This is an optimization exercise on Yosys and OpenROAD, whose aim is small area and a short achievable clock period, not a production implementation. In this exercise RTL edits were held to simulation tests only and were not proved equivalent to the original. Power is estimated from default activity; no workload was simulated.

==> design.v <==
`default_nettype none
package rdmx_ctl_pkg;
    localparam int REG_DATA_W = 32;
    localparam int CNT_W      = 64;
    localparam int REG_IDX_W  = 8;
    localparam int TDATA_W    = 512;
    localparam int SEQ_W      = 32;
    localparam int RESET_HOLD_CYCLES = 1000;
    localparam int RST_CNT_W         = $clog2(RESET_HOLD_CYCLES + 1);
    localparam logic [CNT_W-1:0] PCI_BASE_RST = 64'h1_0000_0000;
    localparam logic [CNT_W-1:0] PCI_SIZE_RST = 64'h1_0000_0000;
    typedef enum logic [REG_IDX_W-1:0] {
        REG_STATUS     = 8'd0,
        REG_ERRORS     = 8'd1,
        REG_GOOD_H     = 8'd2,
        REG_GOOD_L     = 8'd3,
        REG_BAD_H      = 8'd4,
        REG_BAD_L      = 8'd5,
        REG_PCI_BASE_H = 8'd6,
        REG_PCI_BASE_L = 8'd7,
        REG_PCI_SIZE_H = 8'd8,
        REG_PCI_SIZE_L = 8'd9,
        REG_RESET      = 8'd10,
        REG_CLEAR      = 8'd11,
        REG_LOOPBACK   = 8'd34,
        REG_PAUSE_PCI  = 8'd35
    } reg_index_e;
    typedef enum logic [1:0] {
        RESP_OKAY   = 2'd0,
        RESP_SLVERR = 2'd2,
        RESP_DECERR = 2'd3
    } resp_e;
    typedef struct packed {
        logic                  valid;
        logic [REG_IDX_W-1:0]  index;
        logic [REG_DATA_W-1:0] data;
    } reg_wr_t;
    typedef struct packed {
        logic                 valid;
        logic [REG_IDX_W-1:0] index;
    } reg_rd_req_t;
    typedef struct packed {
        logic                  valid;
        logic [REG_DATA_W-1:0] data;
        resp_e                 resp;
    } reg_rd_t;
    typedef struct packed {
        logic good;
        logic bad;
        logic range_err;
    } pkt_event_t;
    typedef struct packed {
        logic [1:0] ddr_cal;
        logic       pcs_aligned;
    } async_status_t;
    typedef struct packed {
        logic [TDATA_W-1:0] tdata;
        logic               tvalid;
        logic               tready;
        logic               tlast;
    } stream_beat_t;
    typedef struct packed {
        logic [CNT_W-1:0] base;
        logic [CNT_W-1:0] size;
    } pci_cfg_t;
    typedef struct packed {
        logic [CNT_W-1:0] good;
        logic [CNT_W-1:0] bad;
        logic [3:0]       errors;
        logic [2:0]       status;
        logic             reset_active;
        logic             pause_active;
        logic             loopback;
        pci_cfg_t         pci;
    } status_view_t;
endpackage
`default_nettype wire
`default_nettype none
module seq_bit (
    input  logic f,
    input  logic p,
    input  logic f_lo,
    input  logic p_lo,
    output logic m
);
    assign m = (f ^ p) ^ (p_lo & ~f_lo);
endmodule
module seq_check (
    input  logic        clk,
    input  logic        hold,
    input  logic        wc,
    input  logic [31:0] stream_hi,
    input  logic        beat,
    output logic        seq_error
);
    logic [31:0] seq_prior, prior_n;
    logic [31:0] miss;
    assign miss[0] = ~(stream_hi[0] ^ seq_prior[0]);
    genvar i;
    for (i = 1; i < 32; i++) begin : g_bit
        seq_bit u_b (
            .f    (stream_hi[i]),
            .p    (seq_prior[i]),
            .f_lo (stream_hi[i-1]),
            .p_lo (seq_prior[i-1]),
            .m    (miss[i])
        );
    end
    ld_word #(.W(32)) u_prior (
        .a (!(hold | wc) & beat),
        .b (!(hold | wc) & !beat),
        .d (stream_hi),
        .q (seq_prior),
        .n (prior_n)
    );
    always_ff @(posedge clk) begin
        seq_prior <= prior_n;
        seq_error <= !(hold || wc) && (seq_error || (beat && (stream_hi != 32'd0) && (miss != 32'd0)));
    end
endmodule
`default_nettype wire
`default_nettype none
module pkt_counter (
    input  logic        clk,
    input  logic        hold,
    input  logic        wc,
    input  logic        ld_h,
    input  logic        ld_l,
    input  logic [31:0] wd,
    input  logic        inc,
    output logic [63:0] count
);
    logic [63:0] count_n;
    wire a_h = ld_h && !hold;
    wire a_l = ld_l && !hold;
    wire b_h = !(hold || wc || ld_h);
    wire b_l = !(hold || wc || ld_l);
    count_next #(.N(8), .ONES(1'b1)) u_next (
        .inc(inc),
        .blk({{4{ld_l}}, {4{ld_h}}}),
        .a  ({{4{a_h}}, {4{a_l}}}),
        .b  ({{4{b_h}}, {4{b_l}}}),
        .d  ({wd, wd}),
        .q  (count),
        .n  (count_n)
    );
    always_ff @(posedge clk) begin
        count <= count_n;
    end
endmodule
module event_capture (
    input  logic        clk,
    input  logic        hold,
    input  logic        wc,
    input  logic [31:0] wd,
    input  logic        w_good_h,
    input  logic        w_good_l,
    input  logic        w_bad_h,
    input  logic        w_bad_l,
    input  logic [2:0]  events,
    input  logic [2:0]  async_status,
    output logic [63:0] good_count,
    output logic [63:0] bad_count,
    output logic        range_err,
    output logic [2:0]  sync_q
);
    logic [2:0] sync_meta;
    always_ff @(posedge clk) begin
        sync_meta <= async_status;
        sync_q    <= sync_meta;
    end
    pkt_counter u_good (
        .clk(clk), .hold(hold), .wc(wc), .ld_h(w_good_h), .ld_l(w_good_l), .wd(wd),
        .inc(events[2]), .count(good_count)
    );
    pkt_counter u_bad (
        .clk(clk), .hold(hold), .wc(wc), .ld_h(w_bad_h), .ld_l(w_bad_l), .wd(wd),
        .inc(events[1]), .count(bad_count)
    );
    always_ff @(posedge clk) begin
        range_err <= !(hold || wc) && (range_err || events[0]);
    end
endmodule
`default_nettype wire
`default_nettype none
module ld_word #(
    parameter int W = 32
) (
    input  logic         a,
    input  logic         b,
    input  logic [W-1:0] d,
    input  logic [W-1:0] q,
    output logic [W-1:0] n
);
    assign n = ({W{a}} & d) | ({W{b}} & q);
endmodule
module tgate8 (
    input  logic       g,
    input  logic [7:1] pre,
    output logic [7:1] t_n
);
    assign t_n = ~({7{g}} & pre);
endmodule
module step_bitn (
    input  logic a,
    input  logic b,
    input  logic d,
    input  logic q,
    input  logic t_n,
    output logic n
);
    assign n = (a & d) | (b & (q ^ ~t_n));
endmodule
module step_bit0 (
    input  logic a,
    input  logic b,
    input  logic d,
    input  logic q,
    input  logic g,
    output logic n
);
    assign n = (a & d) | (b & (q ^ g));
endmodule
module and2m (
    input  logic c,
    input  logic q,
    output logic y
);
    assign y = c & q;
endmodule
module all8 #(
    parameter bit ONES = 1'b1
) (
    input  logic [7:0] q,
    output logic       all
);
    assign all = ONES ? (&q) : ~(|q);
endmodule
module prefix8 #(
    parameter bit ONES = 1'b1
) (
    input  logic [7:0] q,
    output logic [7:2] pre,
    output logic       all
);
    if (ONES) begin : g_up
        and2m u_l2 (.c(q[0]), .q(q[1]), .y(pre[2]));
        genvar j;
        for (j = 2; j < 7; j++) begin : g_link
            and2m u_l (.c(pre[j]), .q(q[j]), .y(pre[j+1]));
        end
        all8 #(.ONES(1'b1)) u_all (.q(q), .all(all));
    end else begin : g_down
        always_comb begin
            logic p;
            p = ~q[0];
            for (int j = 1; j < 8; j++) begin
                p = p & ~q[j];
                if (j < 7) pre[j+1] = p;
            end
            all = p;
        end
    end
endmodule
module group_en #(
    parameter int N = 8
) (
    input  logic         inc,
    input  logic [N-1:0] blk,
    input  logic [N-1:0] all,
    output logic [N-1:0] g
);
    logic [N-1:0] low;
    always_comb begin
        logic p;
        p = 1'b1;
        for (int k = 0; k < N; k++) begin
            low[k] = p;
            p = p & all[k];
        end
    end
    assign g = {N{inc}} & ~blk & low;
endmodule
module count_next #(
    parameter int N    = 8,
    parameter bit ONES = 1'b1
) (
    input  logic           inc,
    input  logic [N-1:0]   blk,
    input  logic [N-1:0]   a,
    input  logic [N-1:0]   b,
    input  logic [8*N-1:0] d,
    input  logic [8*N-1:0] q,
    output logic [8*N-1:0] n
);
    logic [N-1:0]   all, g;
    logic [8*N-1:1] pre;
    group_en #(.N(N)) u_ge (.inc(inc), .blk(blk), .all(all), .g(g));
    genvar k, j;
    for (k = 0; k < N; k++) begin : g_grp
        prefix8 #(.ONES(ONES)) u_p (.q(q[8*k +: 8]), .pre(pre[8*k+2 +: 6]), .all(all[k]));
        assign pre[8*k+1] = ONES ? q[8*k] : ~q[8*k];
        step_bit0 u_s0 (
            .a(a[k]), .b(b[k]), .d(d[8*k]), .q(q[8*k]), .g(g[k]), .n(n[8*k])
        );
        logic [7:1] t_n;
        tgate8 u_t (.g(g[k]), .pre(pre[8*k+1 +: 7]), .t_n(t_n));
        for (j = 1; j < 8; j++) begin : g_bit
            step_bitn u_s (
                .a(a[k]), .b(b[k]), .d(d[8*k+j]), .q(q[8*k+j]), .t_n(t_n[j]), .n(n[8*k+j])
            );
        end
    end
endmodule
module ctl_regs (
    input  logic         clk,
    input  logic         rst,
    input  logic [31:0]  wd,
    input  logic         w_base_h,
    input  logic         w_base_l,
    input  logic         w_size_h,
    input  logic         w_size_l,
    input  logic         w_loop,
    input  logic         w_pause,
    input  logic         w_reset,
    output logic [127:0] pci,
    output logic         loopback,
    output logic         pause_pci,
    output logic         rst_run
);
    localparam logic [9:0] LFSR_SEED = 10'h001;
    localparam logic [9:0] LFSR_LAST = 10'h3d6;
    logic [127:0] pci_q, pci_n;
    wire  [3:0]   we  = {w_base_h, w_base_l, w_size_h, w_size_l};
    genvar k;
    for (k = 0; k < 4; k++) begin : g_pci
        ld_word #(.W(32)) u_w (
            .a (we[k]),
            .b (~rst & ~we[k]),
            .d (wd),
            .q (pci_q[32*k +: 32]),
            .n (pci_n[32*k +: 32])
        );
    end
    always_ff @(posedge clk) begin
        pci_q <= pci_n | {31'd0, rst, 63'd0, rst, 32'd0};
    end
    assign pci = pci_q;
    always_ff @(posedge clk) begin
        if (rst)         loopback <= 1'b0;
        else if (w_loop) loopback <= wd[0];
    end
    logic [31:0] pause_count, pause_n;
    count_next #(.N(4), .ONES(1'b0)) u_pause (
        .inc(pause_pci),
        .blk({4{w_pause}}),
        .a  ({4{w_pause}}),
        .b  ({4{~rst & ~w_pause}}),
        .d  (wd),
        .q  (pause_count),
        .n  (pause_n)
    );
    always_ff @(posedge clk) begin
        pause_count <= pause_n;
        pause_pci   <= !rst && (w_pause ? (wd != 32'd0) : (pause_count[31:1] != 31'd0));
    end
    logic [9:0] rst_lfsr;
    always_ff @(posedge clk) begin
        if (w_reset) rst_lfsr <= LFSR_SEED;
        else         rst_lfsr <= {rst_lfsr[8:0], rst_lfsr[9] ^ rst_lfsr[6]};
        if (rst)                                   rst_run <= 1'b0;
        else if (w_reset)                          rst_run <= 1'b1;
        else if (rst_run && rst_lfsr == LFSR_LAST) rst_run <= 1'b0;
    end
endmodule
`default_nettype wire
`default_nettype none
module read_mux (
    input  logic         clk,
    input  logic         rst,
    input  logic [8:0]   reg_rd_req,
    input  logic [2:0]   status,
    input  logic [3:0]   errors,
    input  logic [63:0]  good_count,
    input  logic [63:0]  bad_count,
    input  logic [127:0] pci,
    input  logic         rst_run,
    input  logic         loopback,
    input  logic         pause_pci,
    output logic [34:0]  reg_rd
);
    wire [7:0] ri = reg_rd_req[7:0];
    logic       z76, z54, t54;
    logic [3:0] m, l;
    nor2m  u_z76 (.x(ri[7:6]), .y(z76));
    nor2m  u_z54 (.x(ri[5:4]), .y(z54));
    and2bm u_t54 (.a(ri[5]), .b_n(ri[4]), .y(t54));
    pd_mid u_m   (.x(ri[3:2]), .y(m));
    pd_mid u_l   (.x(ri[1:0]), .y(l));
    logic [12:0] s;
    genvar k;
    for (k = 0; k < 11; k++) begin : g_s
        and4m u_a (.x({z76, z54, m[k >> 2], l[k & 3]}), .y(s[k]));
    end
    and4m u_a34 (.x({z76, t54, m[0], l[2]}), .y(s[11]));
    and4m u_a35 (.x({z76, t54, m[0], l[3]}), .y(s[12]));
    wire s_stat  = s[0];
    wire s_err   = s[1];
    wire s_gh    = s[2];
    wire s_gl    = s[3];
    wire s_bh    = s[4];
    wire s_bl    = s[5];
    wire s_pbh   = s[6];
    wire s_pbl   = s[7];
    wire s_psh   = s[8];
    wire s_psl   = s[9];
    wire s_rst   = s[10];
    wire s_loop  = s[11];
    wire s_pause = s[12];
    wire sel_ok = |s;
    wire [7:0] sel8 = {s_psl, s_psh, s_pbl, s_pbh, s_bl, s_bh, s_gl, s_gh};
    wire [31:0] sel_data;
    for (k = 0; k < 32; k++) begin : g_bit
        rd_bit u_bit (
            .sel (sel8),
            .d   ({pci[k], pci[32+k], pci[64+k], pci[96+k],
                   bad_count[k], bad_count[32+k], good_count[k], good_count[32+k]}),
            .x   (sel_data[k])
        );
    end
    logic        rd_valid, rd_err;
    logic [31:0] rd_data;
    always_ff @(posedge clk) begin
        rd_valid <= !rst && reg_rd_req[8];
        rd_data  <= sel_data | {28'd0, s_err ? errors : {1'b0, s_stat ? status : 3'd0}}
                          | {31'd0, (s_rst && rst_run) || (s_loop && loopback) || (s_pause && pause_pci)};
        rd_err   <= !sel_ok;
    end
    assign reg_rd = {rd_valid, rd_data, rd_err, rd_err};
endmodule
`default_nettype wire
module rd_bit (
    input  logic [7:0] sel,
    input  logic [7:0] d,
    output logic       x
);
    assign x = |(sel & d);
endmodule
`default_nettype none
module nor2m (
    input  logic [1:0] x,
    output logic       y
);
    assign y = ~|x;
endmodule
module and2bm (
    input  logic a,
    input  logic b_n,
    output logic y
);
    assign y = a & ~b_n;
endmodule
module pd_mid (
    input  logic [1:0] x,
    output logic [3:0] y
);
    assign y = 4'b0001 << x;
endmodule
module pd_lo (
    input  logic       v,
    input  logic       r,
    input  logic [1:0] x,
    output logic [3:0] y
);
    assign y = {4{v & ~r}} & (4'b0001 << x);
endmodule
module and4m (
    input  logic [3:0] x,
    output logic       y
);
    assign y = &x;
endmodule
module wr_dec (
    input  logic        rst,
    input  logic        wv,
    input  logic [7:0]  wi,
    output logic [11:0] w
);
    logic       z76, z54, t54;
    logic [3:0] m, l;
    nor2m  u_z76 (.x(wi[7:6]), .y(z76));
    nor2m  u_z54 (.x(wi[5:4]), .y(z54));
    and2bm u_t54 (.a(wi[5]), .b_n(wi[4]), .y(t54));
    pd_mid u_m   (.x(wi[3:2]), .y(m));
    pd_lo  u_l   (.v(wv), .r(rst), .x(wi[1:0]), .y(l));
    genvar k;
    for (k = 0; k < 10; k++) begin : g_w
        and4m u_a (.x({z76, z54, m[(k + 2) >> 2], l[(k + 2) & 3]}), .y(w[k]));
    end
    and4m u_a34 (.x({z76, t54, m[0], l[2]}), .y(w[10]));
    and4m u_a35 (.x({z76, t54, m[0], l[3]}), .y(w[11]));
endmodule
module rst_inv (
    input  logic resetn,
    output logic rst
);
    assign rst = ~resetn;
endmodule
module rstn_gate (
    input  logic resetn,
    input  logic run,
    output logic y
);
    assign y = resetn & ~run;
endmodule
module rdmx_control (
    input  logic                        clk,
    input  logic                        resetn,
    input  logic [40:0]                 reg_wr,
    output logic                        wr_done,
    output logic [1:0]                  wr_resp,
    input  logic [8:0]                  reg_rd_req,
    output logic [34:0]                 reg_rd,
    input  logic [2:0]                  events,
    input  logic [1:0]                  overflow,
    input  logic [2:0]                  async_status,
    input  logic [514:0]                stream,
    output logic [127:0]                pci,
    output logic                        loopback,
    output logic                        pause_pci,
    output logic                        resetn_out
);
    logic rst;
    rst_inv u_rst (.resetn(resetn), .rst(rst));
    wire        wv = reg_wr[40];
    wire [7:0]  wi = reg_wr[39:32];
    wire [31:0] wd = reg_wr[31:0];
    logic w_good_h, w_good_l, w_bad_h, w_bad_l, w_base_h, w_base_l;
    logic w_size_h, w_size_l, w_reset, w_clear, w_loop, w_pause;
    wr_dec u_wr_dec (
        .rst(rst), .wv(wv), .wi(wi),
        .w({w_pause, w_loop, w_clear, w_reset, w_size_l, w_size_h,
            w_base_l, w_base_h, w_bad_l, w_bad_h, w_good_l, w_good_h})
    );
    logic wr_err;
    always_ff @(posedge clk) begin
        wr_done <= !rst && wv;
        wr_err  <= ~|{w_pause, w_loop, w_clear, w_reset, w_size_l, w_size_h,
                      w_base_l, w_base_h, w_bad_l, w_bad_h, w_good_l, w_good_h};
    end
    assign wr_resp = {wr_err, wr_err};
    logic        rst_run;
    logic [63:0] good_count, bad_count;
    logic        range_err, seq_error;
    logic [2:0]  sync_q;
    ctl_regs u_ctl_regs (
        .clk       (clk),
        .rst       (rst),
        .wd        (wd),
        .w_base_h  (w_base_h),
        .w_base_l  (w_base_l),
        .w_size_h  (w_size_h),
        .w_size_l  (w_size_l),
        .w_loop    (w_loop),
        .w_pause   (w_pause),
        .w_reset   (w_reset),
        .pci       (pci),
        .loopback  (loopback),
        .pause_pci (pause_pci),
        .rst_run   (rst_run)
    );
    rstn_gate u_rstn (.resetn(resetn), .run(rst_run), .y(resetn_out));
    wire hold = rst || rst_run;
    event_capture u_event_capture (
        .clk          (clk),
        .hold         (hold),
        .wc           (w_clear),
        .wd           (wd),
        .w_good_h     (w_good_h),
        .w_good_l     (w_good_l),
        .w_bad_h      (w_bad_h),
        .w_bad_l      (w_bad_l),
        .events       (events),
        .async_status (async_status),
        .good_count   (good_count),
        .bad_count    (bad_count),
        .range_err    (range_err),
        .sync_q       (sync_q)
    );
    seq_check u_seq_check (
        .clk       (clk),
        .hold      (hold),
        .wc        (w_clear),
        .stream_hi (stream[514:483]),
        .beat      (stream[2] && stream[1]),
        .seq_error (seq_error)
    );
    read_mux u_read_mux (
        .clk        (clk),
        .rst        (rst),
        .reg_rd_req (reg_rd_req),
        .status     (sync_q),
        .errors     ({seq_error, overflow, range_err}),
        .good_count (good_count),
        .bad_count  (bad_count),
        .pci        (pci),
        .rst_run    (rst_run),
        .loopback   (loopback),
        .pause_pci  (pause_pci),
        .reg_rd     (reg_rd)
    );
endmodule
`default_nettype wire
==> flow/run.sh <==
#!/bin/bash
# Standard layout, with every port buffered by the smallest buffer
# instead of the resizer's default pick (a delay cell on sky130hd).
set -euo pipefail
export BUFFER_PORTS_ARGS="-buffer_cell sky130_fd_sc_hd__buf_1"
bash standard.sh > standard_flow.log 2>&1
==> standard.sh <==
#!/bin/bash
# synth_recipe.tcl (not shown) runs the flow's synth.tcl, then flattens the netlist and writes it again
# the make line also repeats each setting of config.mk as NAME=value (left out here)
make -C /OpenROAD-flow-scripts/flow DESIGN_CONFIG=/design/flow/config.mk WORK_HOME=/design/flow/orfs CLKGATE_MAP_FILE= SYNTH_SCRIPT=/design/flow/synth_recipe.tcl "${@:-finish}"
==> config.mk <==
export PLATFORM = sky130hd
export DESIGN_NAME = rdmx_control
export DESIGN_NICKNAME = rdmx_control
export VERILOG_FILES = /design/flow/design.v
export SDC_FILE = /design/flow/constraint.sdc
export NUM_CORES = 4
export LEC_CHECK = 0
export CAP_MARGIN = 20
export CORE_MARGIN = 2
export CORE_UTILIZATION = 40
export CTS_BUF_LIST = sky130_fd_sc_hd__clkbuf_8
export CTS_CLUSTER_DIAMETER = 60
export CTS_CLUSTER_SIZE = 14
export SETUP_SLACK_MARGIN = 2.75
export SLEW_MARGIN = 20
export SYNTH_HIERARCHICAL = 1
export SYNTH_MINIMUM_KEEP_SIZE = 0
==> constraint.sdc <==
create_clock -name core_clock -period 5.0 [get_ports {clk}]
set_input_delay 1.0000 -clock core_clock [delete_from_list [all_inputs] [get_ports {clk}]]
set_output_delay 1.0000 -clock core_clock [all_outputs]
set_load 0.01 [all_outputs]
==> results of run 1 <==
==> where the power goes <==
part / internal [mW] / total (mW) / switching [mW]
Sequential: 3.14 / 3.31 / 0.175
Combinational: 0.609 / 1.22 / 0.612
Clock: 0.948 / 2.13 / 1.18
Total: 4.70 / 6.67 / 1.97
==> repair_timing <==
item,4_1_cts,5_1_grt
endpoints found under the hold margin,0,0
setup buffers,25,20
gates cloned,6,5
pin swaps,12,14
resized for setup,45,30
endpoints found under the setup margin,248,171
==> placed cells by master, fill, tap and decap left out, drive strengths merged, types with 4 or more instances in the layout <==
cell / instances
a22oi: 129
nand3: 4
a22o: 320
and4b: 4
nor4: 40
and4: 33
clkinv: 6
a21oi: 4
xor2: 21
clkbuf: 44
and2: 99
buf: 341
clkinvlp: 4
or4: 7
inv: 16
nand4: 71
o21ai: 4
xnor2: 203
nor3: 21
nor2b: 59
nand2: 148
dfxtp: 377
nor2: 50
==> worst reg2reg max path: stages, from the launching register on <==
cell and delay (ps):
dfxtp_2 360, or4_4 560, nor2_2 170, nand3_2 130, nor3b_4 390, nand2_1 120
xnor2_1 150, a22o_1 200
==> sequential cells by signal (all words and copies together), names as in the netlist <==
| signal | flops |
|---|---|
| u_ctl_regs.pause_count | 32 |
| u_seq_check.seq_prior | 32 |
| u_ctl_regs.rst_lfsr | 10 |
| u_read_mux.rd_err | 1 |
| u_ctl_regs.rst_run | 1 |
| u_event_capture.sync_meta | 3 |
| u_ctl_regs.pause_pci | 1 |
| u_read_mux.rd_valid | 1 |
| u_read_mux.rd_data | 32 |
| u_event_capture.sync_q | 3 |
| u_event_capture.u_good.count | 64 |
| u_ctl_regs.pci_q | 128 |
| u_seq_check.seq_error | 1 |
| u_ctl_regs.loopback | 1 |
| wr_err | 1 |
| u_event_capture.range_err | 1 |
| u_event_capture.u_bad.count | 64 |
| wr_done | 1 |
==> layout make-up <==
type                            count  area, um^2
Fill cell                        3987       21500
Sequential cell                   377        7560
Timing Repair Buffer              343        1820
Antenna cell                        2        5.00
Clock buffer                       42         578
Multi-Input combinational cell   1239        9540
Tap cell                          539         674
Clock inverter                     18         194
Inverter                           11        41.3
==> routing by layer <==
layer | vias to the layer above | global-route usage | routed length, um
met5 | - | 0 | 0
met4 | 0 | 0.0895 | 1980
met3 | 118 | 0.0372 | 5110
met2 | 698 | 0.403 | 27800
met1 | 7482 | 0.359 | 27500
li1 | 6987 | - | -
==> metrics by stage <==
stage,instance area (um^2),worst slack [ps],hold slack (ps),utilization,power (mW)
2_1_floorplan,17200,2440,310,-,4.20
3_3_place_gp,18800,1610,313,0.448,4.46
3_5_place_dp,18800,1560,319,0.448,4.48
4_1_cts,20100,2650,340,0.479,6.61
5_1_grt,20400,2660,345,0.487,6.93
6_report,20400,2670,335,0.487,6.67
==> worst paths after layout <==
path	start	to
max	resetn	resetn_out
min	u_event_capture.sync_meta[1]$_DFF_P_	u_event_capture.sync_q[1]$_DFF_P_
max reg2reg	u_ctl_regs.pause_count[0]$_DFF_P_	u_ctl_regs.pause_count[26]$_DFF_P_
min reg2reg	u_event_capture.sync_meta[1]$_DFF_P_	u_event_capture.sync_q[1]$_DFF_P_
==> flow_summary.ini, run 1 <==
[outcome]
status = complete, no violations

[detailed_routing]
vias_per_cell = 5.95
via_count = 15285
postRouteAntennaNets = 0
postRouteWirelength_mm = 62.4
routedWlPerCell_um = 24.3
route.detailed.drc = 0
firstDrtPassIters = 5
drt-initial-drc-count = 1506

[setup_path]
critical_path.startpoint_type = input pin
rr_worst_depth = 7
cp.buffers_inverters = 2
crit_arrival_ps = 1330
slowest_delay_ps = 120
worstPathRequired_ps = 4000
cpLargestDelayFamily = buffers and inverters
worstSetupEndpointType = output pin
cpMaxStageDelayCell = buf_6
path_max_fanout = 2
path_class = in -> out
crit_chain = buf_6, nor2b_4, buf_6
rrSetupSlack_ps = 2820
cp_num_cells = 3
cpMostUsedCell = buf_6

[layout]
syn_to_final_growth_pct = 20.0
layout.nets = 2585
final_cells = 2571
final_layout_size_suffix_gt1_frac = 0.141

[synthesis]
synth_fp_nets = 2228
syn_area_per_cell_um2 = 10.3
ys_warn_count = 15
synth_area_um2 = 17000
synthCells = 1653

[grt]
grt_pass1_wl_mm = 86.7
grt_use_total = 0.256
grt_max_degree = 34
overflow = 0
antenna_found_initial = 1
grt_pass1_vias = 14297

[sta]
finalSetupTns_ps = 0
finalCritPeriodShare = 0.466
max_freq_ghz = 0.429
rsz0062_at_grt = true
finClkSkew_ps = 32.4
finalSetupViolCount = 0
finalHoldViolations = 0
timing.slew.headroom = 0.449
maxSlewViolCount = 0
tightest_slew_ps = 826
finalCriticalPeriod_ps = 2330

[cts]
clockBufferDepth = 3
numCtsBuffers = 38
path_clk_slew_ps = 90
cts.sinks = 377
clk_latency_ps = 640
ctsHoldBuffers = 0
cts_root_buf = clkbuf_8
cts_tree = yes
htreeDepth = 2

[job]
max_cap_viol_count = 0

[placement]
place.gp.congestion = 0.857
place_inst = 2453
port_buffers = 262
place_hpwl_mm = 39.0

[floorplanning]
dieArea_um2 = 44200
num_rows = 75
initial_core_util = 0.406
core_um2 = 41900
dieWidth_um = 210
pin_count = 744
die_y_um = 210

[pwr]
vdd_ir_drop_max_mv = 0.206
p_per_area_nw_per_um2 = 327
leakage_nw = 7.17

[worst_hold_path]
hold_path_depth = 0
hold_class = reg -> reg
==> run 2: changes to the inputs <==
==> flow/run.sh (replaced) <==
#!/bin/bash
# Standard layout, with every port buffered by the smallest buffer
# instead of the resizer's default pick (a delay cell on sky130hd), and
# clock tree synthesis without dummy load cells.
set -euo pipefail
export BUFFER_PORTS_ARGS="-buffer_cell sky130_fd_sc_hd__buf_1"
export CTS_ARGS="-sink_clustering_enable -repair_clock_nets -buf_list sky130_fd_sc_hd__clkbuf_8 -sink_clustering_size 14 -sink_clustering_max_diameter 60 -dont_use_dummy_load"
bash standard.sh > standard_flow.log 2>&1
==> flow_summary.ini, run 2 <==
[setup_path]
path_max_fanout = 2
path_class = in -> out
worstSetupEndpointType = output pin
critical_path.startpoint_type = input pin
slowest_delay_ps = 120
worstReg2RegEnd = u_event_capture.u_bad.count[53]$_DFF_P_
crit_arrival_ps = 1330
crit_chain = buf_6, nor2b_4, buf_6
worstPathRequired_ps = 4000
rr_worst_depth = 9
cpMaxStageDelayCell = buf_6
rrSetupSlack_ps = 2850
r2r_start = u_event_capture.u_bad.count[18]$_DFF_P_
cpMostUsedCell = buf_6

[cts]
clockBufferDepth = 3
clk_latency_ps = 630
cts_root_buf = clkbuf_8
cts_tree = yes
htreeDepth = 2
numCtsBuffers = 38
path_clk_slew_ps = 90
cts.sinks = 377

[sta]
timing.slew.headroom = 0.459
rsz0062_at_grt = true
fin_hold_ws_ps = 335
max_freq_ghz = 0.429
finalHoldViolations = 0
finalCriticalPeriod_ps = 2330
finalSetupViolCount = 0
finClkSkew_ps = 59.1
finalSetupTns_ps = 0
tightest_slew_ps = 812
finalCritPeriodShare = 0.466
maxSlewViolCount = 0

[floorplanning]
dieWidth_um = 210
die_y_um = 210
pin_count = 744
initial_core_util = 0.406
num_rows = 75
core_um2 = 41900
dieArea_um2 = 44200

[layout]
final_cell_mix = dfxtp_1 (369), a22o_1 (310), buf_1 (252)
layout.nets = 2582
antenna_cells = 0
largest_register = u_ctl_regs.pci_q
largest_registers = u_ctl_regs.pci_q x128, u_event_capture.u_bad.count x64, u_event_capture.u_good.count x64
final_common_cell = dfxtp_1
largest_reg_flops = 128
final_layout_size_suffix_gt1_frac = 0.133
syn_to_final_growth_pct = 18.7
fillers = 4014

[pwr]
power.total_mw = 6.29
clockPowerShare = 0.277
p_per_area_nw_per_um2 = 312
vdd_ir_drop_max_mv = 0.213
switching_share = 0.294
leakage_nw = 7.05
p_seq_frac = 0.528
combPwrFrac = 0.196
p_int_mw = 4.44
p_switching_mw = 1.85

[worst_hold_path]
min_from = u_event_capture.sync_meta[1]$_DFF_P_
hold_path_depth = 0
hold_class = reg -> reg
holdPathEnd = u_event_capture.sync_q[1]$_DFF_P_

[detailed_routing]
vias_per_cell = 5.97
firstDrtPassIters = 6
drt-initial-drc-count = 1531
routedWlPerCell_um = 24.1
postRouteAntennaNets = 0
postRouteWirelength_mm = 61.2
route.detailed.drc = 0
via_count = 15181

[outcome]
status = complete, no violations

[job]
max_cap_viol_count = 0

[grt]
overflow = 0
grt_pass1_vias = 14222
grt_pass1_wl_mm = 86.2
grt_max_degree = 34
grt_use_total = 0.254
antenna_found_initial = 0

[synthesis]
synth_area_um2 = 17000
ys_warn_count = 15
synthCells = 1653
synth_fp_nets = 2228
syn_area_per_cell_um2 = 10.3

[placement]
port_buffers = 262
place_hpwl_mm = 39.0
place.gp.congestion = 0.857
run 2: stage by stage:
stage / utilization / std cells / setup slack, ps / instance area, um^2
2_1_floorplan: - / 1653 / 2440 / 17200
3_3_place_gp: 0.448 / 2453 / 1610 / 18800
3_5_place_dp: 0.448 / 2453 / 1560 / 18800
4_1_cts: 0.474 / 2520 / 2650 / 19900
5_1_grt: 0.481 / 2544 / 2660 / 20200
6_report: 0.481 / 2544 / 2670 / 20200
run 2: cell type report:
type	count	area, um^2	share of cell area
Sequential cell	377	7560	0.374
Clock buffer	38	523	0.0259
Timing Repair Buffer	340	1810	0.0897
Multi-Input combinational cell	1239	9580	0.474
Inverter	11	41.3	0.00205
Tap cell	539	674	0.0334
run 2: worst max-delay path by stage:
stage,startpoint,to,cells past startpoint
floorplan,resetn,u_event_capture.u_good.count[32]$_DFF_P_,5
global placement,resetn,u_ctl_regs.pci_q[126]$_DFF_P_,8
detailed placement,resetn,u_ctl_regs.pci_q[121]$_DFF_P_,8
CTS,resetn,resetn_out,3
global route,resetn,resetn_out,3
finish,resetn,resetn_out,3
run 2: what timing repair did:
item | 4_1_cts | 5_1_grt
hold buffers | 0 | 0
gates resized for setup | 46 | 38
gates cloned | 6 | 5
pin swaps | 13 | 15
buffers inserted | 23 | 19
endpoints found under the setup margin | 247 | 186
run 2: power by group through the flow:
| stage | Clock [mW] | Sequential (mW) | Combinational (mW) |
|---|---|---|---|
| global route | 1.88 | 3.34 | 1.34 |
| CTS | 1.77 | 3.31 | 1.13 |
| detailed placement | 0 | 3.38 | 1.11 |
| floorplan | 0 | 3.34 | 0.860 |
| finish | 1.74 | 3.32 | 1.23 |
| global placement | 0 | 3.37 | 1.09 |
run 2: worst max-delay path: cells and delay by family:
family | cells | cell delay (ps)
AND/OR/NAND/NOR | 1 | 110
buffers and inverters | 2 | 210
run 2: layer usage:
layer / part of all wire / vias up / track usage
met5: 0 / - / 0
met4: 0.026 / 0 / 0.0819
met3: 0.077 / 101 / 0.0393
met2: 0.45 / 670 / 0.402
met1: 0.44 / 7440 / 0.356
li1: - / 6970 / -
==> run 3: changes to the inputs <==
==> config.mk (replaced) <==
export PLATFORM = sky130hd
export DESIGN_NAME = rdmx_control
export DESIGN_NICKNAME = rdmx_control
export VERILOG_FILES = /design/flow/design.v
export SDC_FILE = /design/flow/constraint.sdc
export NUM_CORES = 4
export LEC_CHECK = 0
export CAP_MARGIN = 5
export CORE_MARGIN = 2
export CORE_UTILIZATION = 40
export CTS_BUF_LIST = sky130_fd_sc_hd__clkbuf_8
export CTS_CLUSTER_DIAMETER = 60
export CTS_CLUSTER_SIZE = 14
export SETUP_SLACK_MARGIN = 2.72
export SLEW_MARGIN = 5
export SYNTH_HIERARCHICAL = 1
export SYNTH_MINIMUM_KEEP_SIZE = 0
==> flow_summary.ini, run 3 <==
[detailed_routing]
postRouteWirelength_mm = 62.4
vias_per_cell = 6.07
routedWlPerCell_um = 24.7
firstDrtPassIters = 8
drt-initial-drc-count = 1510
postRouteAntennaNets = 0
route.detailed.drc = 0
via_count = 15364

[floorplanning]
pin_count = 744
die_y_um = 210
dieArea_um2 = 44200
core_um2 = 41900
num_rows = 75
dieWidth_um = 210
initial_core_util = 0.406

[layout]
fillers = 3983
syn_to_final_growth_pct = 17.5
layout.nets = 2570
final_layout_size_suffix_gt1_frac = 0.120
antenna_cells = 0
largest_registers = u_ctl_regs.pci_q x128, u_event_capture.u_bad.count x64, u_event_capture.u_good.count x64
largest_register = u_ctl_regs.pci_q
largest_reg_flops = 128
final_common_cell = dfxtp_1
final_cell_mix = dfxtp_1 (375), a22o_1 (310), buf_1 (256)

[setup_path]
path_class = in -> out
worstPathRequired_ps = 4000
crit_arrival_ps = 1330
path_max_fanout = 2
critical_path.startpoint_type = input pin
worstSetupEndpointType = output pin
rr_worst_depth = 8

[cts]
cts.sinks = 377
htreeDepth = 2
clockBufferDepth = 3
clk_latency_ps = 620
cts_tree = yes
path_clk_slew_ps = 90
cts_root_buf = clkbuf_8
numCtsBuffers = 38

[synthesis]
syn_area_per_cell_um2 = 10.3
synth_fp_nets = 2228
ys_warn_count = 15
synth_area_um2 = 17000
synthCells = 1653

[worst_hold_path]
hold_class = reg -> reg
hold_path_depth = 0

[grt]
grt_use_total = 0.261
antenna_found_initial = 1
grt_pass1_vias = 14427
grt_pass1_wl_mm = 88.6
overflow = 0
grt_max_degree = 34

[sta]
fin_hold_ws_ps = 322
max_freq_ghz = 0.430
maxSlewViolCount = 0
tightest_slew_ps = 784
timing.slew.headroom = 0.478
finalSetupViolCount = 0
finalSetupTns_ps = 0
rsz0062_at_grt = true
finClkSkew_ps = 73.5
finalCriticalPeriod_ps = 2330
finalCritPeriodShare = 0.465
finalHoldViolations = 0

[pwr]
p_per_area_nw_per_um2 = 310
leakage_nw = 6.93
vdd_ir_drop_max_mv = 0.171
power.total_mw = 6.19

[outcome]
status = complete, no violations

[placement]
port_buffers = 262
place.gp.congestion = 0.884
place_hpwl_mm = 39.4

[job]
max_cap_viol_count = 0
-- run 3: worst paths after layout --
path / start / slack [ps] / endpoint
worst max-delay path: resetn / 2670 / resetn_out
worst min-delay path: u_event_capture.sync_meta[0]$_DFF_P_ / 320 / u_event_capture.sync_q[0]$_DFF_P_
worst max register to register: u_event_capture.u_bad.count[0]$_DFF_P_ / 2810 / u_event_capture.u_bad.count[63]$_DFF_P_
worst min register to register: u_event_capture.sync_meta[0]$_DFF_P_ / 320 / u_event_capture.sync_q[0]$_DFF_P_
-- run 3: critical path, cell delays in order --
cell and delay (ps):
buf_6 90, nor2b_4 110, buf_6 120
-- run 3: area by class of cell --
class / count / area (um^2) / area share
inverter: 11 / 41.3 / 0.00207
multi-input combinational: 1239 / 9540 / 0.477
tap: 539 / 674 / 0.0337
timing repair buffer: 328 / 1660 / 0.0829
clock buffer: 38 / 523 / 0.0262
sequential: 377 / 7550 / 0.378
-- run 3: power by group --
| part | switching, mW | internal, mW |
|---|---|---|
| Clock | 1.04 | 0.680 |
| Combinational | 0.585 | 0.568 |
| Sequential | 0.183 | 3.14 |
-- run 3: per-layer routing --
layer	global-route usage	part of all wire	up-vias	wire [um]
li1	-	-	6929	-
met1	0.368	0.44	7568	27500
met2	0.411	0.45	748	28200
met3	0.0393	0.079	119	4960
met4	0.0792	0.028	0	1770
met5	0	0	-	0
-- run 3: timing repair --
item,CTS,global route
cloned,6,5
setup buffers,20,11
pin swaps,10,8
endpoints found under the setup margin,163,207
endpoints found under the hold margin,0,0
hold buffers,0,0
gates resized for setup,25,32
-- run 3: stage by stage --
step,instances,worst slack [ps],instance area (um^2),util
after floorplan,1653,2440,17200,-
after detailed placement,2452,1670,18800,0.448
after CTS,2516,2590,19700,0.470
after global routing,2532,2670,20000,0.477
final,2532,2670,20000,0.477
after global placement,2452,1700,18800,0.448
==> run 4: changes to the inputs <==
--- a/config.mk
+++ b/config.mk
@@ -5,13 +5,14 @@
 export SDC_FILE = /design/flow/constraint.sdc
 export NUM_CORES = 4
 export LEC_CHECK = 0
-export CAP_MARGIN = 5
+export CAP_MARGIN = 20
 export CORE_MARGIN = 2
 export CORE_UTILIZATION = 40
 export CTS_BUF_LIST = sky130_fd_sc_hd__clkbuf_8
 export CTS_CLUSTER_DIAMETER = 60
 export CTS_CLUSTER_SIZE = 14
+export GPL_TIMING_DRIVEN = 0
 export SETUP_SLACK_MARGIN = 2.72
-export SLEW_MARGIN = 5
+export SLEW_MARGIN = 20
 export SYNTH_HIERARCHICAL = 1
 export SYNTH_MINIMUM_KEEP_SIZE = 0
==> flow_summary.ini, run 4 <==
[outcome]
status = complete, no violations

[floorplanning]
num_rows = 75
dieWidth_um = 210
pin_count = 744
initial_core_util = 0.406
core_um2 = 41900
die_y_um = 210
dieArea_um2 = 44200

[setup_path]
cp.buffers_inverters = 3
crit_arrival_ps = 1430
cpLargestDelayFamily = buffers and inverters
cpMaxStageDelayCell = buf_6
path_max_fanout = 2
worstPathRequired_ps = 4000
slowest_delay_ps = 120
worstSetupEndpointType = output pin
path_class = in -> out
critical_path.startpoint_type = input pin
cpMostUsedCell = buf_6
crit_chain = buf_8, buf_6, nor2b_4, buf_6

[layout]
syn_to_final_growth_pct = 19.0
final_common_cell = dfxtp_1
final_cells = 2547
largest_register = u_ctl_regs.pci_q
layout.nets = 2583
final_layout_size_suffix_gt1_frac = 0.126
largest_registers = u_ctl_regs.pci_q x128, u_event_capture.u_bad.count x64, u_event_capture.u_good.count x64
largest_reg_flops = 128
final_cell_mix = dfxtp_1 (372), a22o_1 (310), buf_1 (254)

[synthesis]
ys_warn_count = 15
synthCells = 1653
syn_area_per_cell_um2 = 10.3
synth_area_um2 = 17000
synth_fp_nets = 2228

[pwr]
p_seq_frac = 0.536
p_switching_mw = 1.82
combPwrFrac = 0.190
leakage_nw = 7.05
p_per_area_nw_per_um2 = 306
switching_share = 0.294
clockPowerShare = 0.274
p_int_mw = 4.37
vdd_ir_drop_max_mv = 0.156

[grt]
grt_use_total = 0.267
grt_max_degree = 34
grt_pass1_wl_mm = 89.8
antenna_found_initial = 2
grt_pass1_vias = 14471
overflow = 0

[sta]
finalHoldViolations = 0
finalSetupTns_ps = 0
finClkSkew_ps = 65.5
tightest_slew_ps = 840
finalSetupViolCount = 0
finalCriticalPeriod_ps = 2430
fin_hold_ws_ps = 321
rsz0062_at_grt = true
finalCritPeriodShare = 0.486
max_freq_ghz = 0.411
maxSlewViolCount = 0
timing.slew.headroom = 0.439

[detailed_routing]
vias_per_cell = 5.99
routedWlPerCell_um = 24.6
postRouteWirelength_mm = 62.6
drt-initial-drc-count = 1342
route.detailed.drc = 0
postRouteAntennaNets = 0
firstDrtPassIters = 5
via_count = 15253

[worst_hold_path]
hold_class = reg -> reg

[cts]
cts_root_buf = clkbuf_8
cts.sinks = 377
numCtsBuffers = 36
cts_tree = yes
htreeDepth = 2
path_clk_slew_ps = 90
ctsHoldBuffers = 0
clockBufferDepth = 3
clk_latency_ps = 620

[job]
max_cap_viol_count = 0

[placement]
place.gp.congestion = 0.854
port_buffers = 262
place_inst = 2460
place_hpwl_mm = 41.3
run 4: what timing repair did:
item / in CTS / in global routing
buffers inserted: 18 / 21
pin swaps: 8 / 10
setup endpoints to repair: 151 / 287
gates cloned: 6 / 4
gates resized for setup: 25 / 41
run 4: final cells by class:
class | instances | area, um^2
multi-input combinational | 1238 | 9510
clock buffer | 36 | 495
tap | 539 | 674
fill | 3922 | 21700
sequential | 377 | 7560
antenna | 2 | 5.00
timing repair buffer | 307 | 1580
inverter | 11 | 45.0
buffer | 37 | 383
run 4: worst paths after layout:
| path | from | to | slack [ps] | cells past startpoint |
|---|---|---|---|---|
| hold reg to reg | u_event_capture.sync_meta[1]$_DFF_P_ | u_event_capture.sync_q[1]$_DFF_P_ | 320 | 0 |
| hold / removal | u_event_capture.sync_meta[1]$_DFF_P_ | u_event_capture.sync_q[1]$_DFF_P_ | 320 | 0 |
| setup / recovery | resetn | resetn_out | 2570 | 4 |
| setup reg to reg | u_ctl_regs.pause_count[9]$_DFF_P_ | u_ctl_regs.pause_count[18]$_DFF_P_ | 2800 | 7 |
run 4: layer usage:
metal | share of wire | routed length (um) | global-route usage | up-vias
met2 | 0.45 | 28100 | 0.418 | 678
met1 | 0.44 | 27800 | 0.370 | 7497
met5 | 0 | 0 | 0 | -
li1 | - | - | - | 6971
met4 | 0.031 | 1950 | 0.103 | 0
met3 | 0.076 | 4740 | 0.0435 | 107
run 4: power by group through the flow:
stage | sequential (mW) | combinational, mW | clock (mW)
after floorplan | 3.34 | 0.860 | 0
after global placement | 3.37 | 1.09 | 0
after detailed placement | 3.38 | 1.11 | 0
after CTS | 3.31 | 1.13 | 1.73
after global routing | 3.34 | 1.29 | 1.83
final | 3.32 | 1.17 | 1.69
run 4: per-stage QoR:
step	total power, mW	utilization	setup slack [ps]	area, um^2
2_1_floorplan	4.20	-	2440	17200
3_3_place_gp	4.46	0.450	1530	18900
3_5_place_dp	4.49	0.452	1730	19000
4_1_cts	6.18	0.473	2550	19800
5_1_grt	6.46	0.483	2560	20200
6_report	6.19	0.483	2570	20200
==> run 5: changes to the inputs <==
--- a/config.mk
+++ b/config.mk
@@ -11,7 +11,7 @@
 export CTS_BUF_LIST = sky130_fd_sc_hd__clkbuf_8
 export CTS_CLUSTER_DIAMETER = 60
 export CTS_CLUSTER_SIZE = 14
-export GPL_TIMING_DRIVEN = 0
+export GPL_ROUTABILITY_DRIVEN = 0
 export SETUP_SLACK_MARGIN = 2.72
 export SLEW_MARGIN = 20
 export SYNTH_HIERARCHICAL = 1
==> flow_summary.ini, run 5 <==
[outcome]
status = complete, no violations

[placement]
place_inst = 2452
place_hpwl_mm = 39.4
placed_area_um2 = 18800
port_buffers = 262
dp_slack_ps = 1670

[layout]
multiInputGateArea_um2 = 9540
fillers = 3983
largest_registers = u_ctl_regs.pci_q x128, u_event_capture.u_bad.count x64, u_event_capture.u_good.count x64
layout.nets = 2570
post-route-util = 0.477
syn_to_final_growth_pct = 17.5
antenna_cells = 0
final_common_cell = dfxtp_1
largest_register = u_ctl_regs.pci_q
final_cell_mix = dfxtp_1 (375), a22o_1 (310), buf_1 (256)
final_layout_size_suffix_gt1_frac = 0.120
seqCellArea_um2 = 7550
stdcell_area_um2 = 20000
largest_reg_flops = 128
final_cells = 2532

[floorplanning]
die_y_um = 210
pin_count = 744
dieWidth_um = 210
initial_core_util = 0.406
dieArea_um2 = 44200
num_rows = 75
core_um2 = 41900

[grt]
overflow = 0
antenna_found_initial = 1
grt_pass1_wl_mm = 88.6
grt_max_degree = 34
grt_pass1_vias = 14427
grt_use_total = 0.261

[sta]
rsz0062_at_grt = true
max_freq_ghz = 0.430
finalSetupTns_ps = 0
finClkSkew_ps = 73.5
finalSetupViolCount = 0
maxSlewViolCount = 0
setup_ws_ps = 2670
tightest_slew_ps = 784
finalCriticalPeriod_ps = 2330
finalHoldViolations = 0
timing.slew.headroom = 0.478
finalCritPeriodShare = 0.465

[synthesis]
synthCells = 1653
syn_area_per_cell_um2 = 10.3
synth_area_um2 = 17000
synth_fp_nets = 2228
ys_warn_count = 15

[cts]
cts_root_buf = clkbuf_8
htreeDepth = 2
cts.sinks = 377
clockBufferDepth = 3
cts_tree = yes
ctsHoldBuffers = 0
numCtsBuffers = 38
clk_latency_ps = 620
path_clk_slew_ps = 90

[detailed_routing]
route.detailed.drc = 0
vias_per_cell = 6.07
postRouteWirelength_mm = 62.4
firstDrtPassIters = 8
drt-initial-drc-count = 1510
postRouteAntennaNets = 0
routedWlPerCell_um = 24.7
via_count = 15364

[setup_path]
worstSetupEndpointType = output pin
crit_arrival_ps = 1330
path_max_fanout = 2
worstPathRequired_ps = 4000
critical_path.startpoint_type = input pin
path_class = in -> out

[job]
max_cap_viol_count = 0

[pwr]
vdd_ir_drop_max_mv = 0.171
p_per_area_nw_per_um2 = 310
leakage_nw = 6.93

[worst_hold_path]
hold_class = reg -> reg
run 5: path summary, 6_finish.rpt:
check	from	endpoint	slack (ps)	cells after the start
worst max-delay path	resetn	resetn_out	2670	3
worst min-delay path	u_event_capture.sync_meta[0]$_DFF_P_	u_event_capture.sync_q[0]$_DFF_P_	320	0
worst max register to register	u_event_capture.u_bad.count[0]$_DFF_P_	u_event_capture.u_bad.count[63]$_DFF_P_	2810	8
worst min register to register	u_event_capture.sync_meta[0]$_DFF_P_	u_event_capture.sync_q[0]$_DFF_P_	320	0
run 5: metal layers:
layer | vias up | global-route usage | routed length [um]
li1 | 6929 | - | -
met1 | 7568 | 0.368 | 27500
met2 | 748 | 0.411 | 28200
met3 | 119 | 0.0393 | 4960
met4 | 0 | 0.0792 | 1770
met5 | - | 0 | 0
run 5: power breakdown:
part | internal, mW | switching, mW
Combinational | 0.568 | 0.585
Sequential | 3.14 | 0.183
Clock | 0.680 | 1.04
Total | 4.38 | 1.81
run 5: final cells by class:
cell class                 count  share of cell area
tap                          539              0.0337
timing repair buffer         328              0.0829
multi-input combinational   1239               0.477
inverter                      11             0.00207
clock buffer                  38              0.0262
sequential                   377               0.378
run 5: critical path, cell delays in order:
cell	delay, ps
buf_6	90
nor2b_4	110
buf_6	120
run 5: timing repair:
item	4_1_cts	5_1_grt
hold endpoints to repair	0	0
gates cloned	6	5
setup buffers	20	11
resized for setup	25	32
endpoints found under the setup margin	163	207
pin swaps	10	8
run 5: metrics by stage:
step           hold slack [ps]  total power [mW]
2_1_floorplan              310              4.20
3_3_place_gp               312              4.46
3_5_place_dp               312              4.49
4_1_cts                    324              6.20
5_1_grt                    329              6.46
6_report                   322              6.19
==> run 6: changes to the inputs <==
--- a/config.mk
+++ b/config.mk
@@ -11,7 +11,6 @@
 export CTS_BUF_LIST = sky130_fd_sc_hd__clkbuf_8
 export CTS_CLUSTER_DIAMETER = 60
 export CTS_CLUSTER_SIZE = 14
-export GPL_ROUTABILITY_DRIVEN = 0
 export SETUP_SLACK_MARGIN = 2.72
 export SLEW_MARGIN = 20
 export SYNTH_HIERARCHICAL = 1
==> flow_summary.ini, run 6 <==
[sta]
maxSlewViolCount = 0
rsz0062_at_grt = true
finalSetupTns_ps = 0
finalCriticalPeriod_ps = 2330
finalHoldViolations = 0
finClkSkew_ps = 73.5
tightest_slew_ps = 784
max_freq_ghz = 0.430
finalSetupViolCount = 0
finalCritPeriodShare = 0.465
timing.slew.headroom = 0.478
setup_ws_ps = 2670

[pwr]
power.total_mw = 6.19
vdd_ir_drop_max_mv = 0.171
leakage_nw = 6.93
p_per_area_nw_per_um2 = 310

[cts]
numCtsBuffers = 38
cts.sinks = 377
htreeDepth = 2
cts_root_buf = clkbuf_8
clk_latency_ps = 620
clockBufferDepth = 3
ctsHoldBuffers = 0
path_clk_slew_ps = 90
cts_tree = yes

[detailed_routing]
route.detailed.drc = 0
postRouteWirelength_mm = 62.4
postRouteAntennaNets = 0
wl_met2_mm = 28.2
route.met3.wl_mm = 4.96
drt-initial-drc-count = 1510
vias_per_cell = 6.07
topRoutingLayerUsed = met4
routedWlPerCell_um = 24.7
firstDrtPassIters = 8
via_count = 15364
met1Wirelength_mm = 27.5

[placement]
port_buffers = 262
place.gp.congestion = 0.884
placed_area_um2 = 18800
place_hpwl_mm = 39.4
dp_slack_ps = 1670

[setup_path]
critical_path.startpoint_type = input pin
worstSetupEndpointType = output pin
worstPathRequired_ps = 4000
path_class = in -> out
crit_arrival_ps = 1330
path_max_fanout = 2

[grt]
grt_use_total = 0.261
overflow = 0
grt_pass1_vias = 14427
grt_pass1_wl_mm = 88.6
antenna_found_initial = 1
grt_max_degree = 34

[layout]
post-route-util = 0.477
largest_register = u_ctl_regs.pci_q
multiInputGateArea_um2 = 9540
seqCellArea_um2 = 7550
final_common_cell = dfxtp_1
layout.nets = 2570
final_cell_mix = dfxtp_1 (375), a22o_1 (310), buf_1 (256)
stdcell_area_um2 = 20000
largest_registers = u_ctl_regs.pci_q x128, u_event_capture.u_bad.count x64, u_event_capture.u_good.count x64
fillers = 3983
largest_reg_flops = 128
antenna_cells = 0
syn_to_final_growth_pct = 17.5
final_layout_size_suffix_gt1_frac = 0.120

[synthesis]
syn_area_per_cell_um2 = 10.3
synthCells = 1653
synth_area_um2 = 17000
synth_fp_nets = 2228
ys_warn_count = 15

[floorplanning]
dieArea_um2 = 44200
initial_core_util = 0.406
num_rows = 75
core_um2 = 41900
die_y_um = 210
pin_count = 744
dieWidth_um = 210

[job]
max_cap_viol_count = 0

[outcome]
status = complete, no violations

[worst_hold_path]
hold_class = reg -> reg
==> run 6: worst paths after layout <==
check / start / to / slack (ps) / cells past startpoint
hold / removal: u_event_capture.sync_meta[0]$_DFF_P_ / u_event_capture.sync_q[0]$_DFF_P_ / 320 / 0
hold reg to reg: u_event_capture.sync_meta[0]$_DFF_P_ / u_event_capture.sync_q[0]$_DFF_P_ / 320 / 0
setup / recovery: resetn / resetn_out / 2670 / 3
setup reg to reg: u_event_capture.u_bad.count[0]$_DFF_P_ / u_event_capture.u_bad.count[63]$_DFF_P_ / 2810 / 8
==> run 6: routing by layer <==
metal | track usage | vias to the layer above
met5 | 0 | -
met4 | 0.0792 | 0
met3 | 0.0393 | 119
met2 | 0.411 | 748
met1 | 0.368 | 7568
li1 | - | 6929
==> run 6: worst max-delay path, cell delays in order <==
cell	delay, ps
buf_6	90
nor2b_4	110
buf_6	120
==> run 6: what timing repair did <==
action,in CTS,in global routing
pin swaps,10,8
buffers inserted,20,11
gates resized for setup,25,32
endpoints found under the hold margin,0,0
setup endpoints to repair,163,207
cloned,6,5
==> run 6: report_power, final <==
group | switching [mW] | internal, mW
clock network | 1.04 | 0.680
registers | 0.183 | 3.14
logic | 0.585 | 0.568
total | 1.81 | 4.38
==> run 6: cell type report <==
type | count | share of cell area
repair buffers | 328 | 0.0829
inverters | 11 | 0.00207
well taps | 539 | 0.0337
clock buffers | 38 | 0.0262
flip-flops and latches | 377 | 0.378
multi-input cells | 1239 | 0.477
==> run 6: stage by stage <==
step / instances / hold slack, ps
final: 2532 / 322
after global routing: 2532 / 329
after CTS: 2516 / 324
after detailed placement: 2452 / 312
after global placement: 2452 / 312
after floorplan: 1653 / 310
==> run 7: changes to the inputs <==
==> flow/run.sh (replaced) <==
#!/bin/bash
# Standard layout, with every port buffered by the smallest buffer
# instead of the resizer's default pick (a delay cell on sky130hd), and
# clock tree synthesis without dummy load cells.
set -euo pipefail
export BUFFER_PORTS_ARGS="-buffer_cell sky130_fd_sc_hd__buf_1"
export CTS_ARGS="-sink_clustering_enable -repair_clock_nets -buf_list sky130_fd_sc_hd__clkbuf_8 -sink_clustering_size 16 -sink_clustering_max_diameter 60 -dont_use_dummy_load"
bash standard.sh > standard_flow.log 2>&1
--- a/config.mk
+++ b/config.mk
@@ -10,7 +10,7 @@
 export CORE_UTILIZATION = 40
 export CTS_BUF_LIST = sky130_fd_sc_hd__clkbuf_8
 export CTS_CLUSTER_DIAMETER = 60
-export CTS_CLUSTER_SIZE = 14
+export CTS_CLUSTER_SIZE = 16
 export SETUP_SLACK_MARGIN = 2.72
 export SLEW_MARGIN = 20
 export SYNTH_HIERARCHICAL = 1
==> flow_summary.ini, run 7 <==
[synthesis]
synth_area_um2 = 17000
synth_fp_nets = 2228
ys_warn_count = 15
synthCells = 1653
syn_area_per_cell_um2 = 10.3

[detailed_routing]
drt-initial-drc-count = 1887
firstDrtPassIters = 6
routedWlPerCell_um = 25.3
via_count = 15458
postRouteAntennaNets = 0
route.detailed.drc = 0
vias_per_cell = 6.11
postRouteWirelength_mm = 64.1

[floorplanning]
dieWidth_um = 210
num_rows = 75
core_um2 = 41900
pin_count = 744
initial_core_util = 0.406
die_y_um = 210
dieArea_um2 = 44200

[job]
max_cap_viol_count = 0

[cts]
clockBufferDepth = 3
clk_latency_ps = 620
ctsHoldBuffers = 0
htreeDepth = 2
cts_root_buf = clkbuf_8
cts.sinks = 377
numCtsBuffers = 34
cts_tree = yes
path_clk_slew_ps = 100

[setup_path]
cpLargestDelayFamily = simple AND/OR/NAND/NOR gates
cp-endpoint = u_read_mux.rd_data[27]$_DFF_P_
crit_arrival_ps = 2890
cpMaxStageDelayCell = and4_2
slowest_delay_ps = 860
cp_num_cells = 5
critical_path.startpoint_type = input pin
crit_chain = buf_1, nor2_1, and4_2, a22oi_1, nand4_1
r2r_start = u_event_capture.u_bad.count[0]$_DFF_P_
rr_worst_depth = 8
worstReg2RegEnd = u_event_capture.u_bad.count[62]$_DFF_P_
path_max_fanout = 16
worstPathRequired_ps = 5540
cp.buffers_inverters = 1
startpoint = reg_rd_req[1]
worstSetupEndpointType = flop
path_class = in -> reg
rrSetupSlack_ps = 2740

[grt]
grt_pass1_wl_mm = 90.6
grt_use_total = 0.269
antenna_found_initial = 4
grt_pass1_vias = 14348
grt_max_degree = 41
overflow = 0

[sta]
setup_ws_ps = 2650
tightest_slew_ps = 836
finClkSkew_ps = 80.8
finalHoldViolations = 0
finalSetupViolCount = 0
max_freq_ghz = 0.425
rsz0062_at_grt = true
finalCritPeriodShare = 0.470
timing.slew.headroom = 0.442
finalSetupTns_ps = 0
maxSlewViolCount = 0
finalCriticalPeriod_ps = 2350

[placement]
dp_slack_ps = 1670
place_inst = 2452
place_hpwl_mm = 39.4
place.gp.congestion = 0.884
port_buffers = 262

[layout]
syn_to_final_growth_pct = 16.9
largest_registers = u_ctl_regs.pci_q x128, u_event_capture.u_bad.count x64, u_event_capture.u_good.count x64
final_common_cell = dfxtp_1
largest_reg_flops = 128
final_cells = 2528
post-route-util = 0.474
final_layout_size_suffix_gt1_frac = 0.118
largest_register = u_ctl_regs.pci_q
layout.nets = 2566
fillers = 3996
final_cell_mix = dfxtp_1 (375), a22o_1 (310), buf_1 (257)
antenna_cells = 0

[worst_hold_path]
hold_class = reg -> reg

[pwr]
leakage_nw = 6.88
vdd_ir_drop_max_mv = 0.182
p_per_area_nw_per_um2 = 308

[outcome]
status = complete, no violations
-- run 7: cell count changes in the layout (fill, tap and decap cells not counted), sizes merged --
cell | previous run | this run
and4 | 32 | 36
clkbuf | 40 | 36
buf | 326 | 322
-- run 7: worst min path at each step --
stage	from	to	slack, ps	cells past startpoint
2_1_floorplan	u_event_capture.sync_meta[0]$_DFF_P_	u_event_capture.sync_q[0]$_DFF_P_	310	0
4_1_cts	u_event_capture.sync_meta[0]$_DFF_P_	u_event_capture.sync_q[0]$_DFF_P_	320	0
3_5_place_dp	u_event_capture.sync_meta[2]$_DFF_P_	u_event_capture.sync_q[2]$_DFF_P_	310	0
3_3_place_gp	u_event_capture.sync_meta[2]$_DFF_P_	u_event_capture.sync_q[2]$_DFF_P_	310	0
6_report	u_event_capture.sync_meta[0]$_DFF_P_	u_event_capture.sync_q[0]$_DFF_P_	320	0
5_1_grt	u_event_capture.sync_meta[0]$_DFF_P_	u_event_capture.sync_q[0]$_DFF_P_	330	0
-- run 7: routing by layer --
metal / global-route usage / share of wire
met1: 0.378 / 0.43
met2: 0.423 / 0.45
met3: 0.0435 / 0.088
met4: 0.0854 / 0.029
met5: 0 / 0.00028
-- run 7: what timing repair did --
action	in CTS	in global routing
pin swaps	10	12
gates resized for setup	32	25
gates cloned	8	7
setup buffers	15	12
endpoints found under the setup margin	168	203
-- run 7: power breakdown --
| part | internal (mW) | total, mW | switching [mW] |
|---|---|---|---|
| combinational | 0.567 | 1.16 | 0.596 |
| sequential | 3.14 | 3.32 | 0.184 |
| clock | 0.612 | 1.63 | 1.02 |
-- run 7: through the flow --
step | total power [mW] | hold WS (ps) | area (um^2)
after global placement | 4.46 | 312 | 18800
after CTS | 6.12 | 320 | 19600
after global routing | 6.38 | 329 | 19900
after detailed placement | 4.49 | 312 | 18800
after floorplan | 4.20 | 310 | 17200
final | 6.12 | 324 | 19900
-- run 7: cell type report --
| cell class | instances | area, um^2 | area share |
|---|---|---|---|
| multi-input combinational | 1243 | 9570 | 0.481 |
| sequential | 377 | 7550 | 0.380 |
| inverter | 11 | 41.3 | 0.00208 |
| timing repair buffer | 324 | 1590 | 0.0800 |
| clock buffer | 34 | 468 | 0.0235 |
| tap | 539 | 674 | 0.0339 |
==> run 8: changes to the inputs <==
==> flow/run.sh (replaced) <==
#!/bin/bash
# Standard layout, with every port buffered by the smallest buffer
# instead of the resizer's default pick (a delay cell on sky130hd), and
# clock tree synthesis without dummy load cells.
set -euo pipefail
export BUFFER_PORTS_ARGS="-buffer_cell sky130_fd_sc_hd__buf_1"
export CTS_ARGS="-sink_clustering_enable -repair_clock_nets -buf_list {sky130_fd_sc_hd__clkbuf_4 sky130_fd_sc_hd__clkbuf_8} -sink_clustering_size 14 -sink_clustering_max_diameter 60 -dont_use_dummy_load"
bash standard.sh > standard_flow.log 2>&1
--- a/config.mk
+++ b/config.mk
@@ -8,9 +8,9 @@
 export CAP_MARGIN = 20
 export CORE_MARGIN = 2
 export CORE_UTILIZATION = 40
-export CTS_BUF_LIST = sky130_fd_sc_hd__clkbuf_8
+export CTS_BUF_LIST = sky130_fd_sc_hd__clkbuf_4 sky130_fd_sc_hd__clkbuf_8
 export CTS_CLUSTER_DIAMETER = 60
-export CTS_CLUSTER_SIZE = 16
+export CTS_CLUSTER_SIZE = 14
 export SETUP_SLACK_MARGIN = 2.72
 export SLEW_MARGIN = 20
 export SYNTH_HIERARCHICAL = 1
==> flow_summary.ini, run 8 <==
[grt]
top_usage_layer = met2
grt_use_met2 = 0.411
grt_pass1_vias = 14427
use_met1 = 0.368
grt_use_total = 0.261
overflow = 0
antenna_found_initial = 1
met3_usage = 0.0393
grt_max_degree = 34
grt_pass1_wl_mm = 88.6

[detailed_routing]
routedWlPerCell_um = 24.7
firstDrtPassIters = 8
postRouteWirelength_mm = 62.4
vias_per_cell = 6.07
postRouteAntennaNets = 0
drt-initial-drc-count = 1510
via_count = 15364
route.detailed.drc = 0

[pwr]
power.total_mw = 6.19
p_per_area_nw_per_um2 = 310
p_int_mw = 4.38
vdd_ir_drop_max_mv = 0.171
p_seq_frac = 0.536
switching_share = 0.292
leakage_nw = 6.93
p_switching_mw = 1.81
clockPowerShare = 0.278
combPwrFrac = 0.186

[job]
max_cap_viol_count = 0

[synthesis]
syn_area_per_cell_um2 = 10.3
synthCells = 1653
synth_area_um2 = 17000
synth_fp_nets = 2228
ys_warn_count = 15

[cts]
cts.sinks = 377
clk_latency_ps = 620
path_clk_slew_ps = 90
ctsHoldBuffers = 0
numCtsBuffers = 38
htreeDepth = 2
cts_tree = yes
cts_root_buf = clkbuf_8
clockBufferDepth = 3

[sta]
finalCritPeriodShare = 0.465
finalSetupViolCount = 0
maxSlewViolCount = 0
timing.slew.headroom = 0.478
finClkSkew_ps = 73.5
max_freq_ghz = 0.430
tightest_slew_ps = 784
finalHoldViolations = 0
rsz0062_at_grt = true
finalSetupTns_ps = 0
finalCriticalPeriod_ps = 2330
fin_hold_ws_ps = 322
setup_ws_ps = 2670

[layout]
largest_registers = u_ctl_regs.pci_q x128, u_event_capture.u_bad.count x64, u_event_capture.u_good.count x64
stdcell_area_um2 = 20000
seqCellArea_um2 = 7550
largest_reg_flops = 128
final_common_cell = dfxtp_1
largest_register = u_ctl_regs.pci_q
multiInputGateArea_um2 = 9540
final_cells = 2532
antenna_cells = 0
layout.nets = 2570
fillers = 3983
post-route-util = 0.477
syn_to_final_growth_pct = 17.5
final_cell_mix = dfxtp_1 (375), a22o_1 (310), buf_1 (256)
final_layout_size_suffix_gt1_frac = 0.120

[setup_path]
path_max_fanout = 2
cpLargestDelayFamily = buffers and inverters
crit_chain = buf_6, nor2b_4, buf_6
worstPathRequired_ps = 4000
startpoint = resetn
crit_arrival_ps = 1330
cp.buffers_inverters = 2
worstSetupEndpointType = output pin
r2r_start = u_event_capture.u_bad.count[0]$_DFF_P_
path_class = in -> out
critical_path.startpoint_type = input pin
cpMostUsedCell = buf_6
cpMaxStageDelayCell = buf_6
slowest_delay_ps = 120

[worst_hold_path]
min_from = u_event_capture.sync_meta[0]$_DFF_P_
hold_class = reg -> reg

[floorplanning]
dieArea_um2 = 44200
initial_core_util = 0.406
num_rows = 75
core_um2 = 41900
pin_count = 744
dieWidth_um = 210
die_y_um = 210

[placement]
place_inst = 2452
placed_area_um2 = 18800
dp_slack_ps = 1670
place_hpwl_mm = 39.4
port_buffers = 262
place.gp.congestion = 0.884

[outcome]
status = complete, no violations
run 8: final timing paths:
check,to,cells after the start,slack [ps]
max,resetn_out,3,2670
min,u_event_capture.sync_q[0]$_DFF_P_,0,320
max reg2reg,u_event_capture.u_bad.count[63]$_DFF_P_,8,2810
min reg2reg,u_event_capture.sync_q[0]$_DFF_P_,0,320
run 8: routing by layer:
metal / routed length, um / vias up
met5: 0 / -
met4: 1770 / 0
met3: 4960 / 119
met2: 28200 / 748
met1: 27500 / 7568
li1: - / 6929
run 8: what timing repair did:
| item | in CTS | in global routing |
|---|---|---|
| gates resized for setup | 25 | 32 |
| gates cloned | 6 | 5 |
| setup endpoints to repair | 163 | 207 |
| endpoints found under the hold margin | 0 | 0 |
| buffers inserted | 20 | 11 |
| pin swaps | 10 | 8 |
run 8: final cells by class:
cell class	count	area share
multi-input combinational	1239	0.477
timing repair buffer	328	0.0829
sequential	377	0.378
tap	539	0.0337
inverter	11	0.00207
clock buffer	38	0.0262
run 8: power groups by stage:
stage / combinational [mW] / clock, mW / sequential, mW
2_1_floorplan: 0.860 / 0 / 3.34
3_3_place_gp: 1.08 / 0 / 3.37
3_5_place_dp: 1.10 / 0 / 3.38
4_1_cts: 1.12 / 1.76 / 3.32
5_1_grt: 1.27 / 1.86 / 3.34
6_report: 1.15 / 1.72 / 3.32

==> what the ideal ports hide <==
No port has a modelled driver above. Below, the same layouts with a new extraction and two added sets of constraints. Step 1 (the two cells are an assumption about what drives the block):
set clk [get_ports {clk}]
set_driving_cell -lib_cell sky130_fd_sc_hd__clkbuf_16 $clk
set_driving_cell -lib_cell sky130_fd_sc_hd__buf_2 [delete_from_list [all_inputs] $clk]
Step 2 times the ports against the registers' clock, not the clock port: input delays grow and output delays shrink by t, the midpoint of the rising clock arrivals with the driver on. a / b / c = ideal / step 1 / step 2; a / b = the first two.
| run | shift t [ns] | setup slack, ns | clock arrival spread, ns | slew at the worst register clock pin (ns) |
|---|---|---|---|---|
| run 1 | 0.667 | 2.668 / 2.635 / 2.163 | 0.036 / 0.036 | 0.10 / 0.10 |
| run 2 | 0.649 | 2.671 / 2.638 / 2.115 | 0.059 / 0.059 | 0.10 / 0.10 |
| run 3 | 0.627 | 2.675 / 2.637 / 2.110 | 0.073 / 0.074 | 0.09 / 0.09 |
| run 4 | 0.643 | 2.568 / 2.530 / 2.118 | 0.073 / 0.073 | 0.10 / 0.10 |
| run 5 | 0.627 | 2.675 / 2.637 / 2.110 | 0.073 / 0.074 | 0.09 / 0.09 |
| run 6 | 0.627 | 2.675 / 2.637 / 2.110 | 0.073 / 0.074 | 0.09 / 0.09 |
| run 7 | 0.623 | 2.648 / 2.637 / 2.041 | 0.081 / 0.081 | 0.11 / 0.11 |
| run 8 | 0.627 | 2.675 / 2.637 / 2.110 | 0.073 / 0.074 | 0.09 / 0.09 |
After both steps setup and hold are still met in every run listed. The setup slack of run 7, which loses most, moves by -0.011 ns with the drivers and by -0.607 ns with both steps.
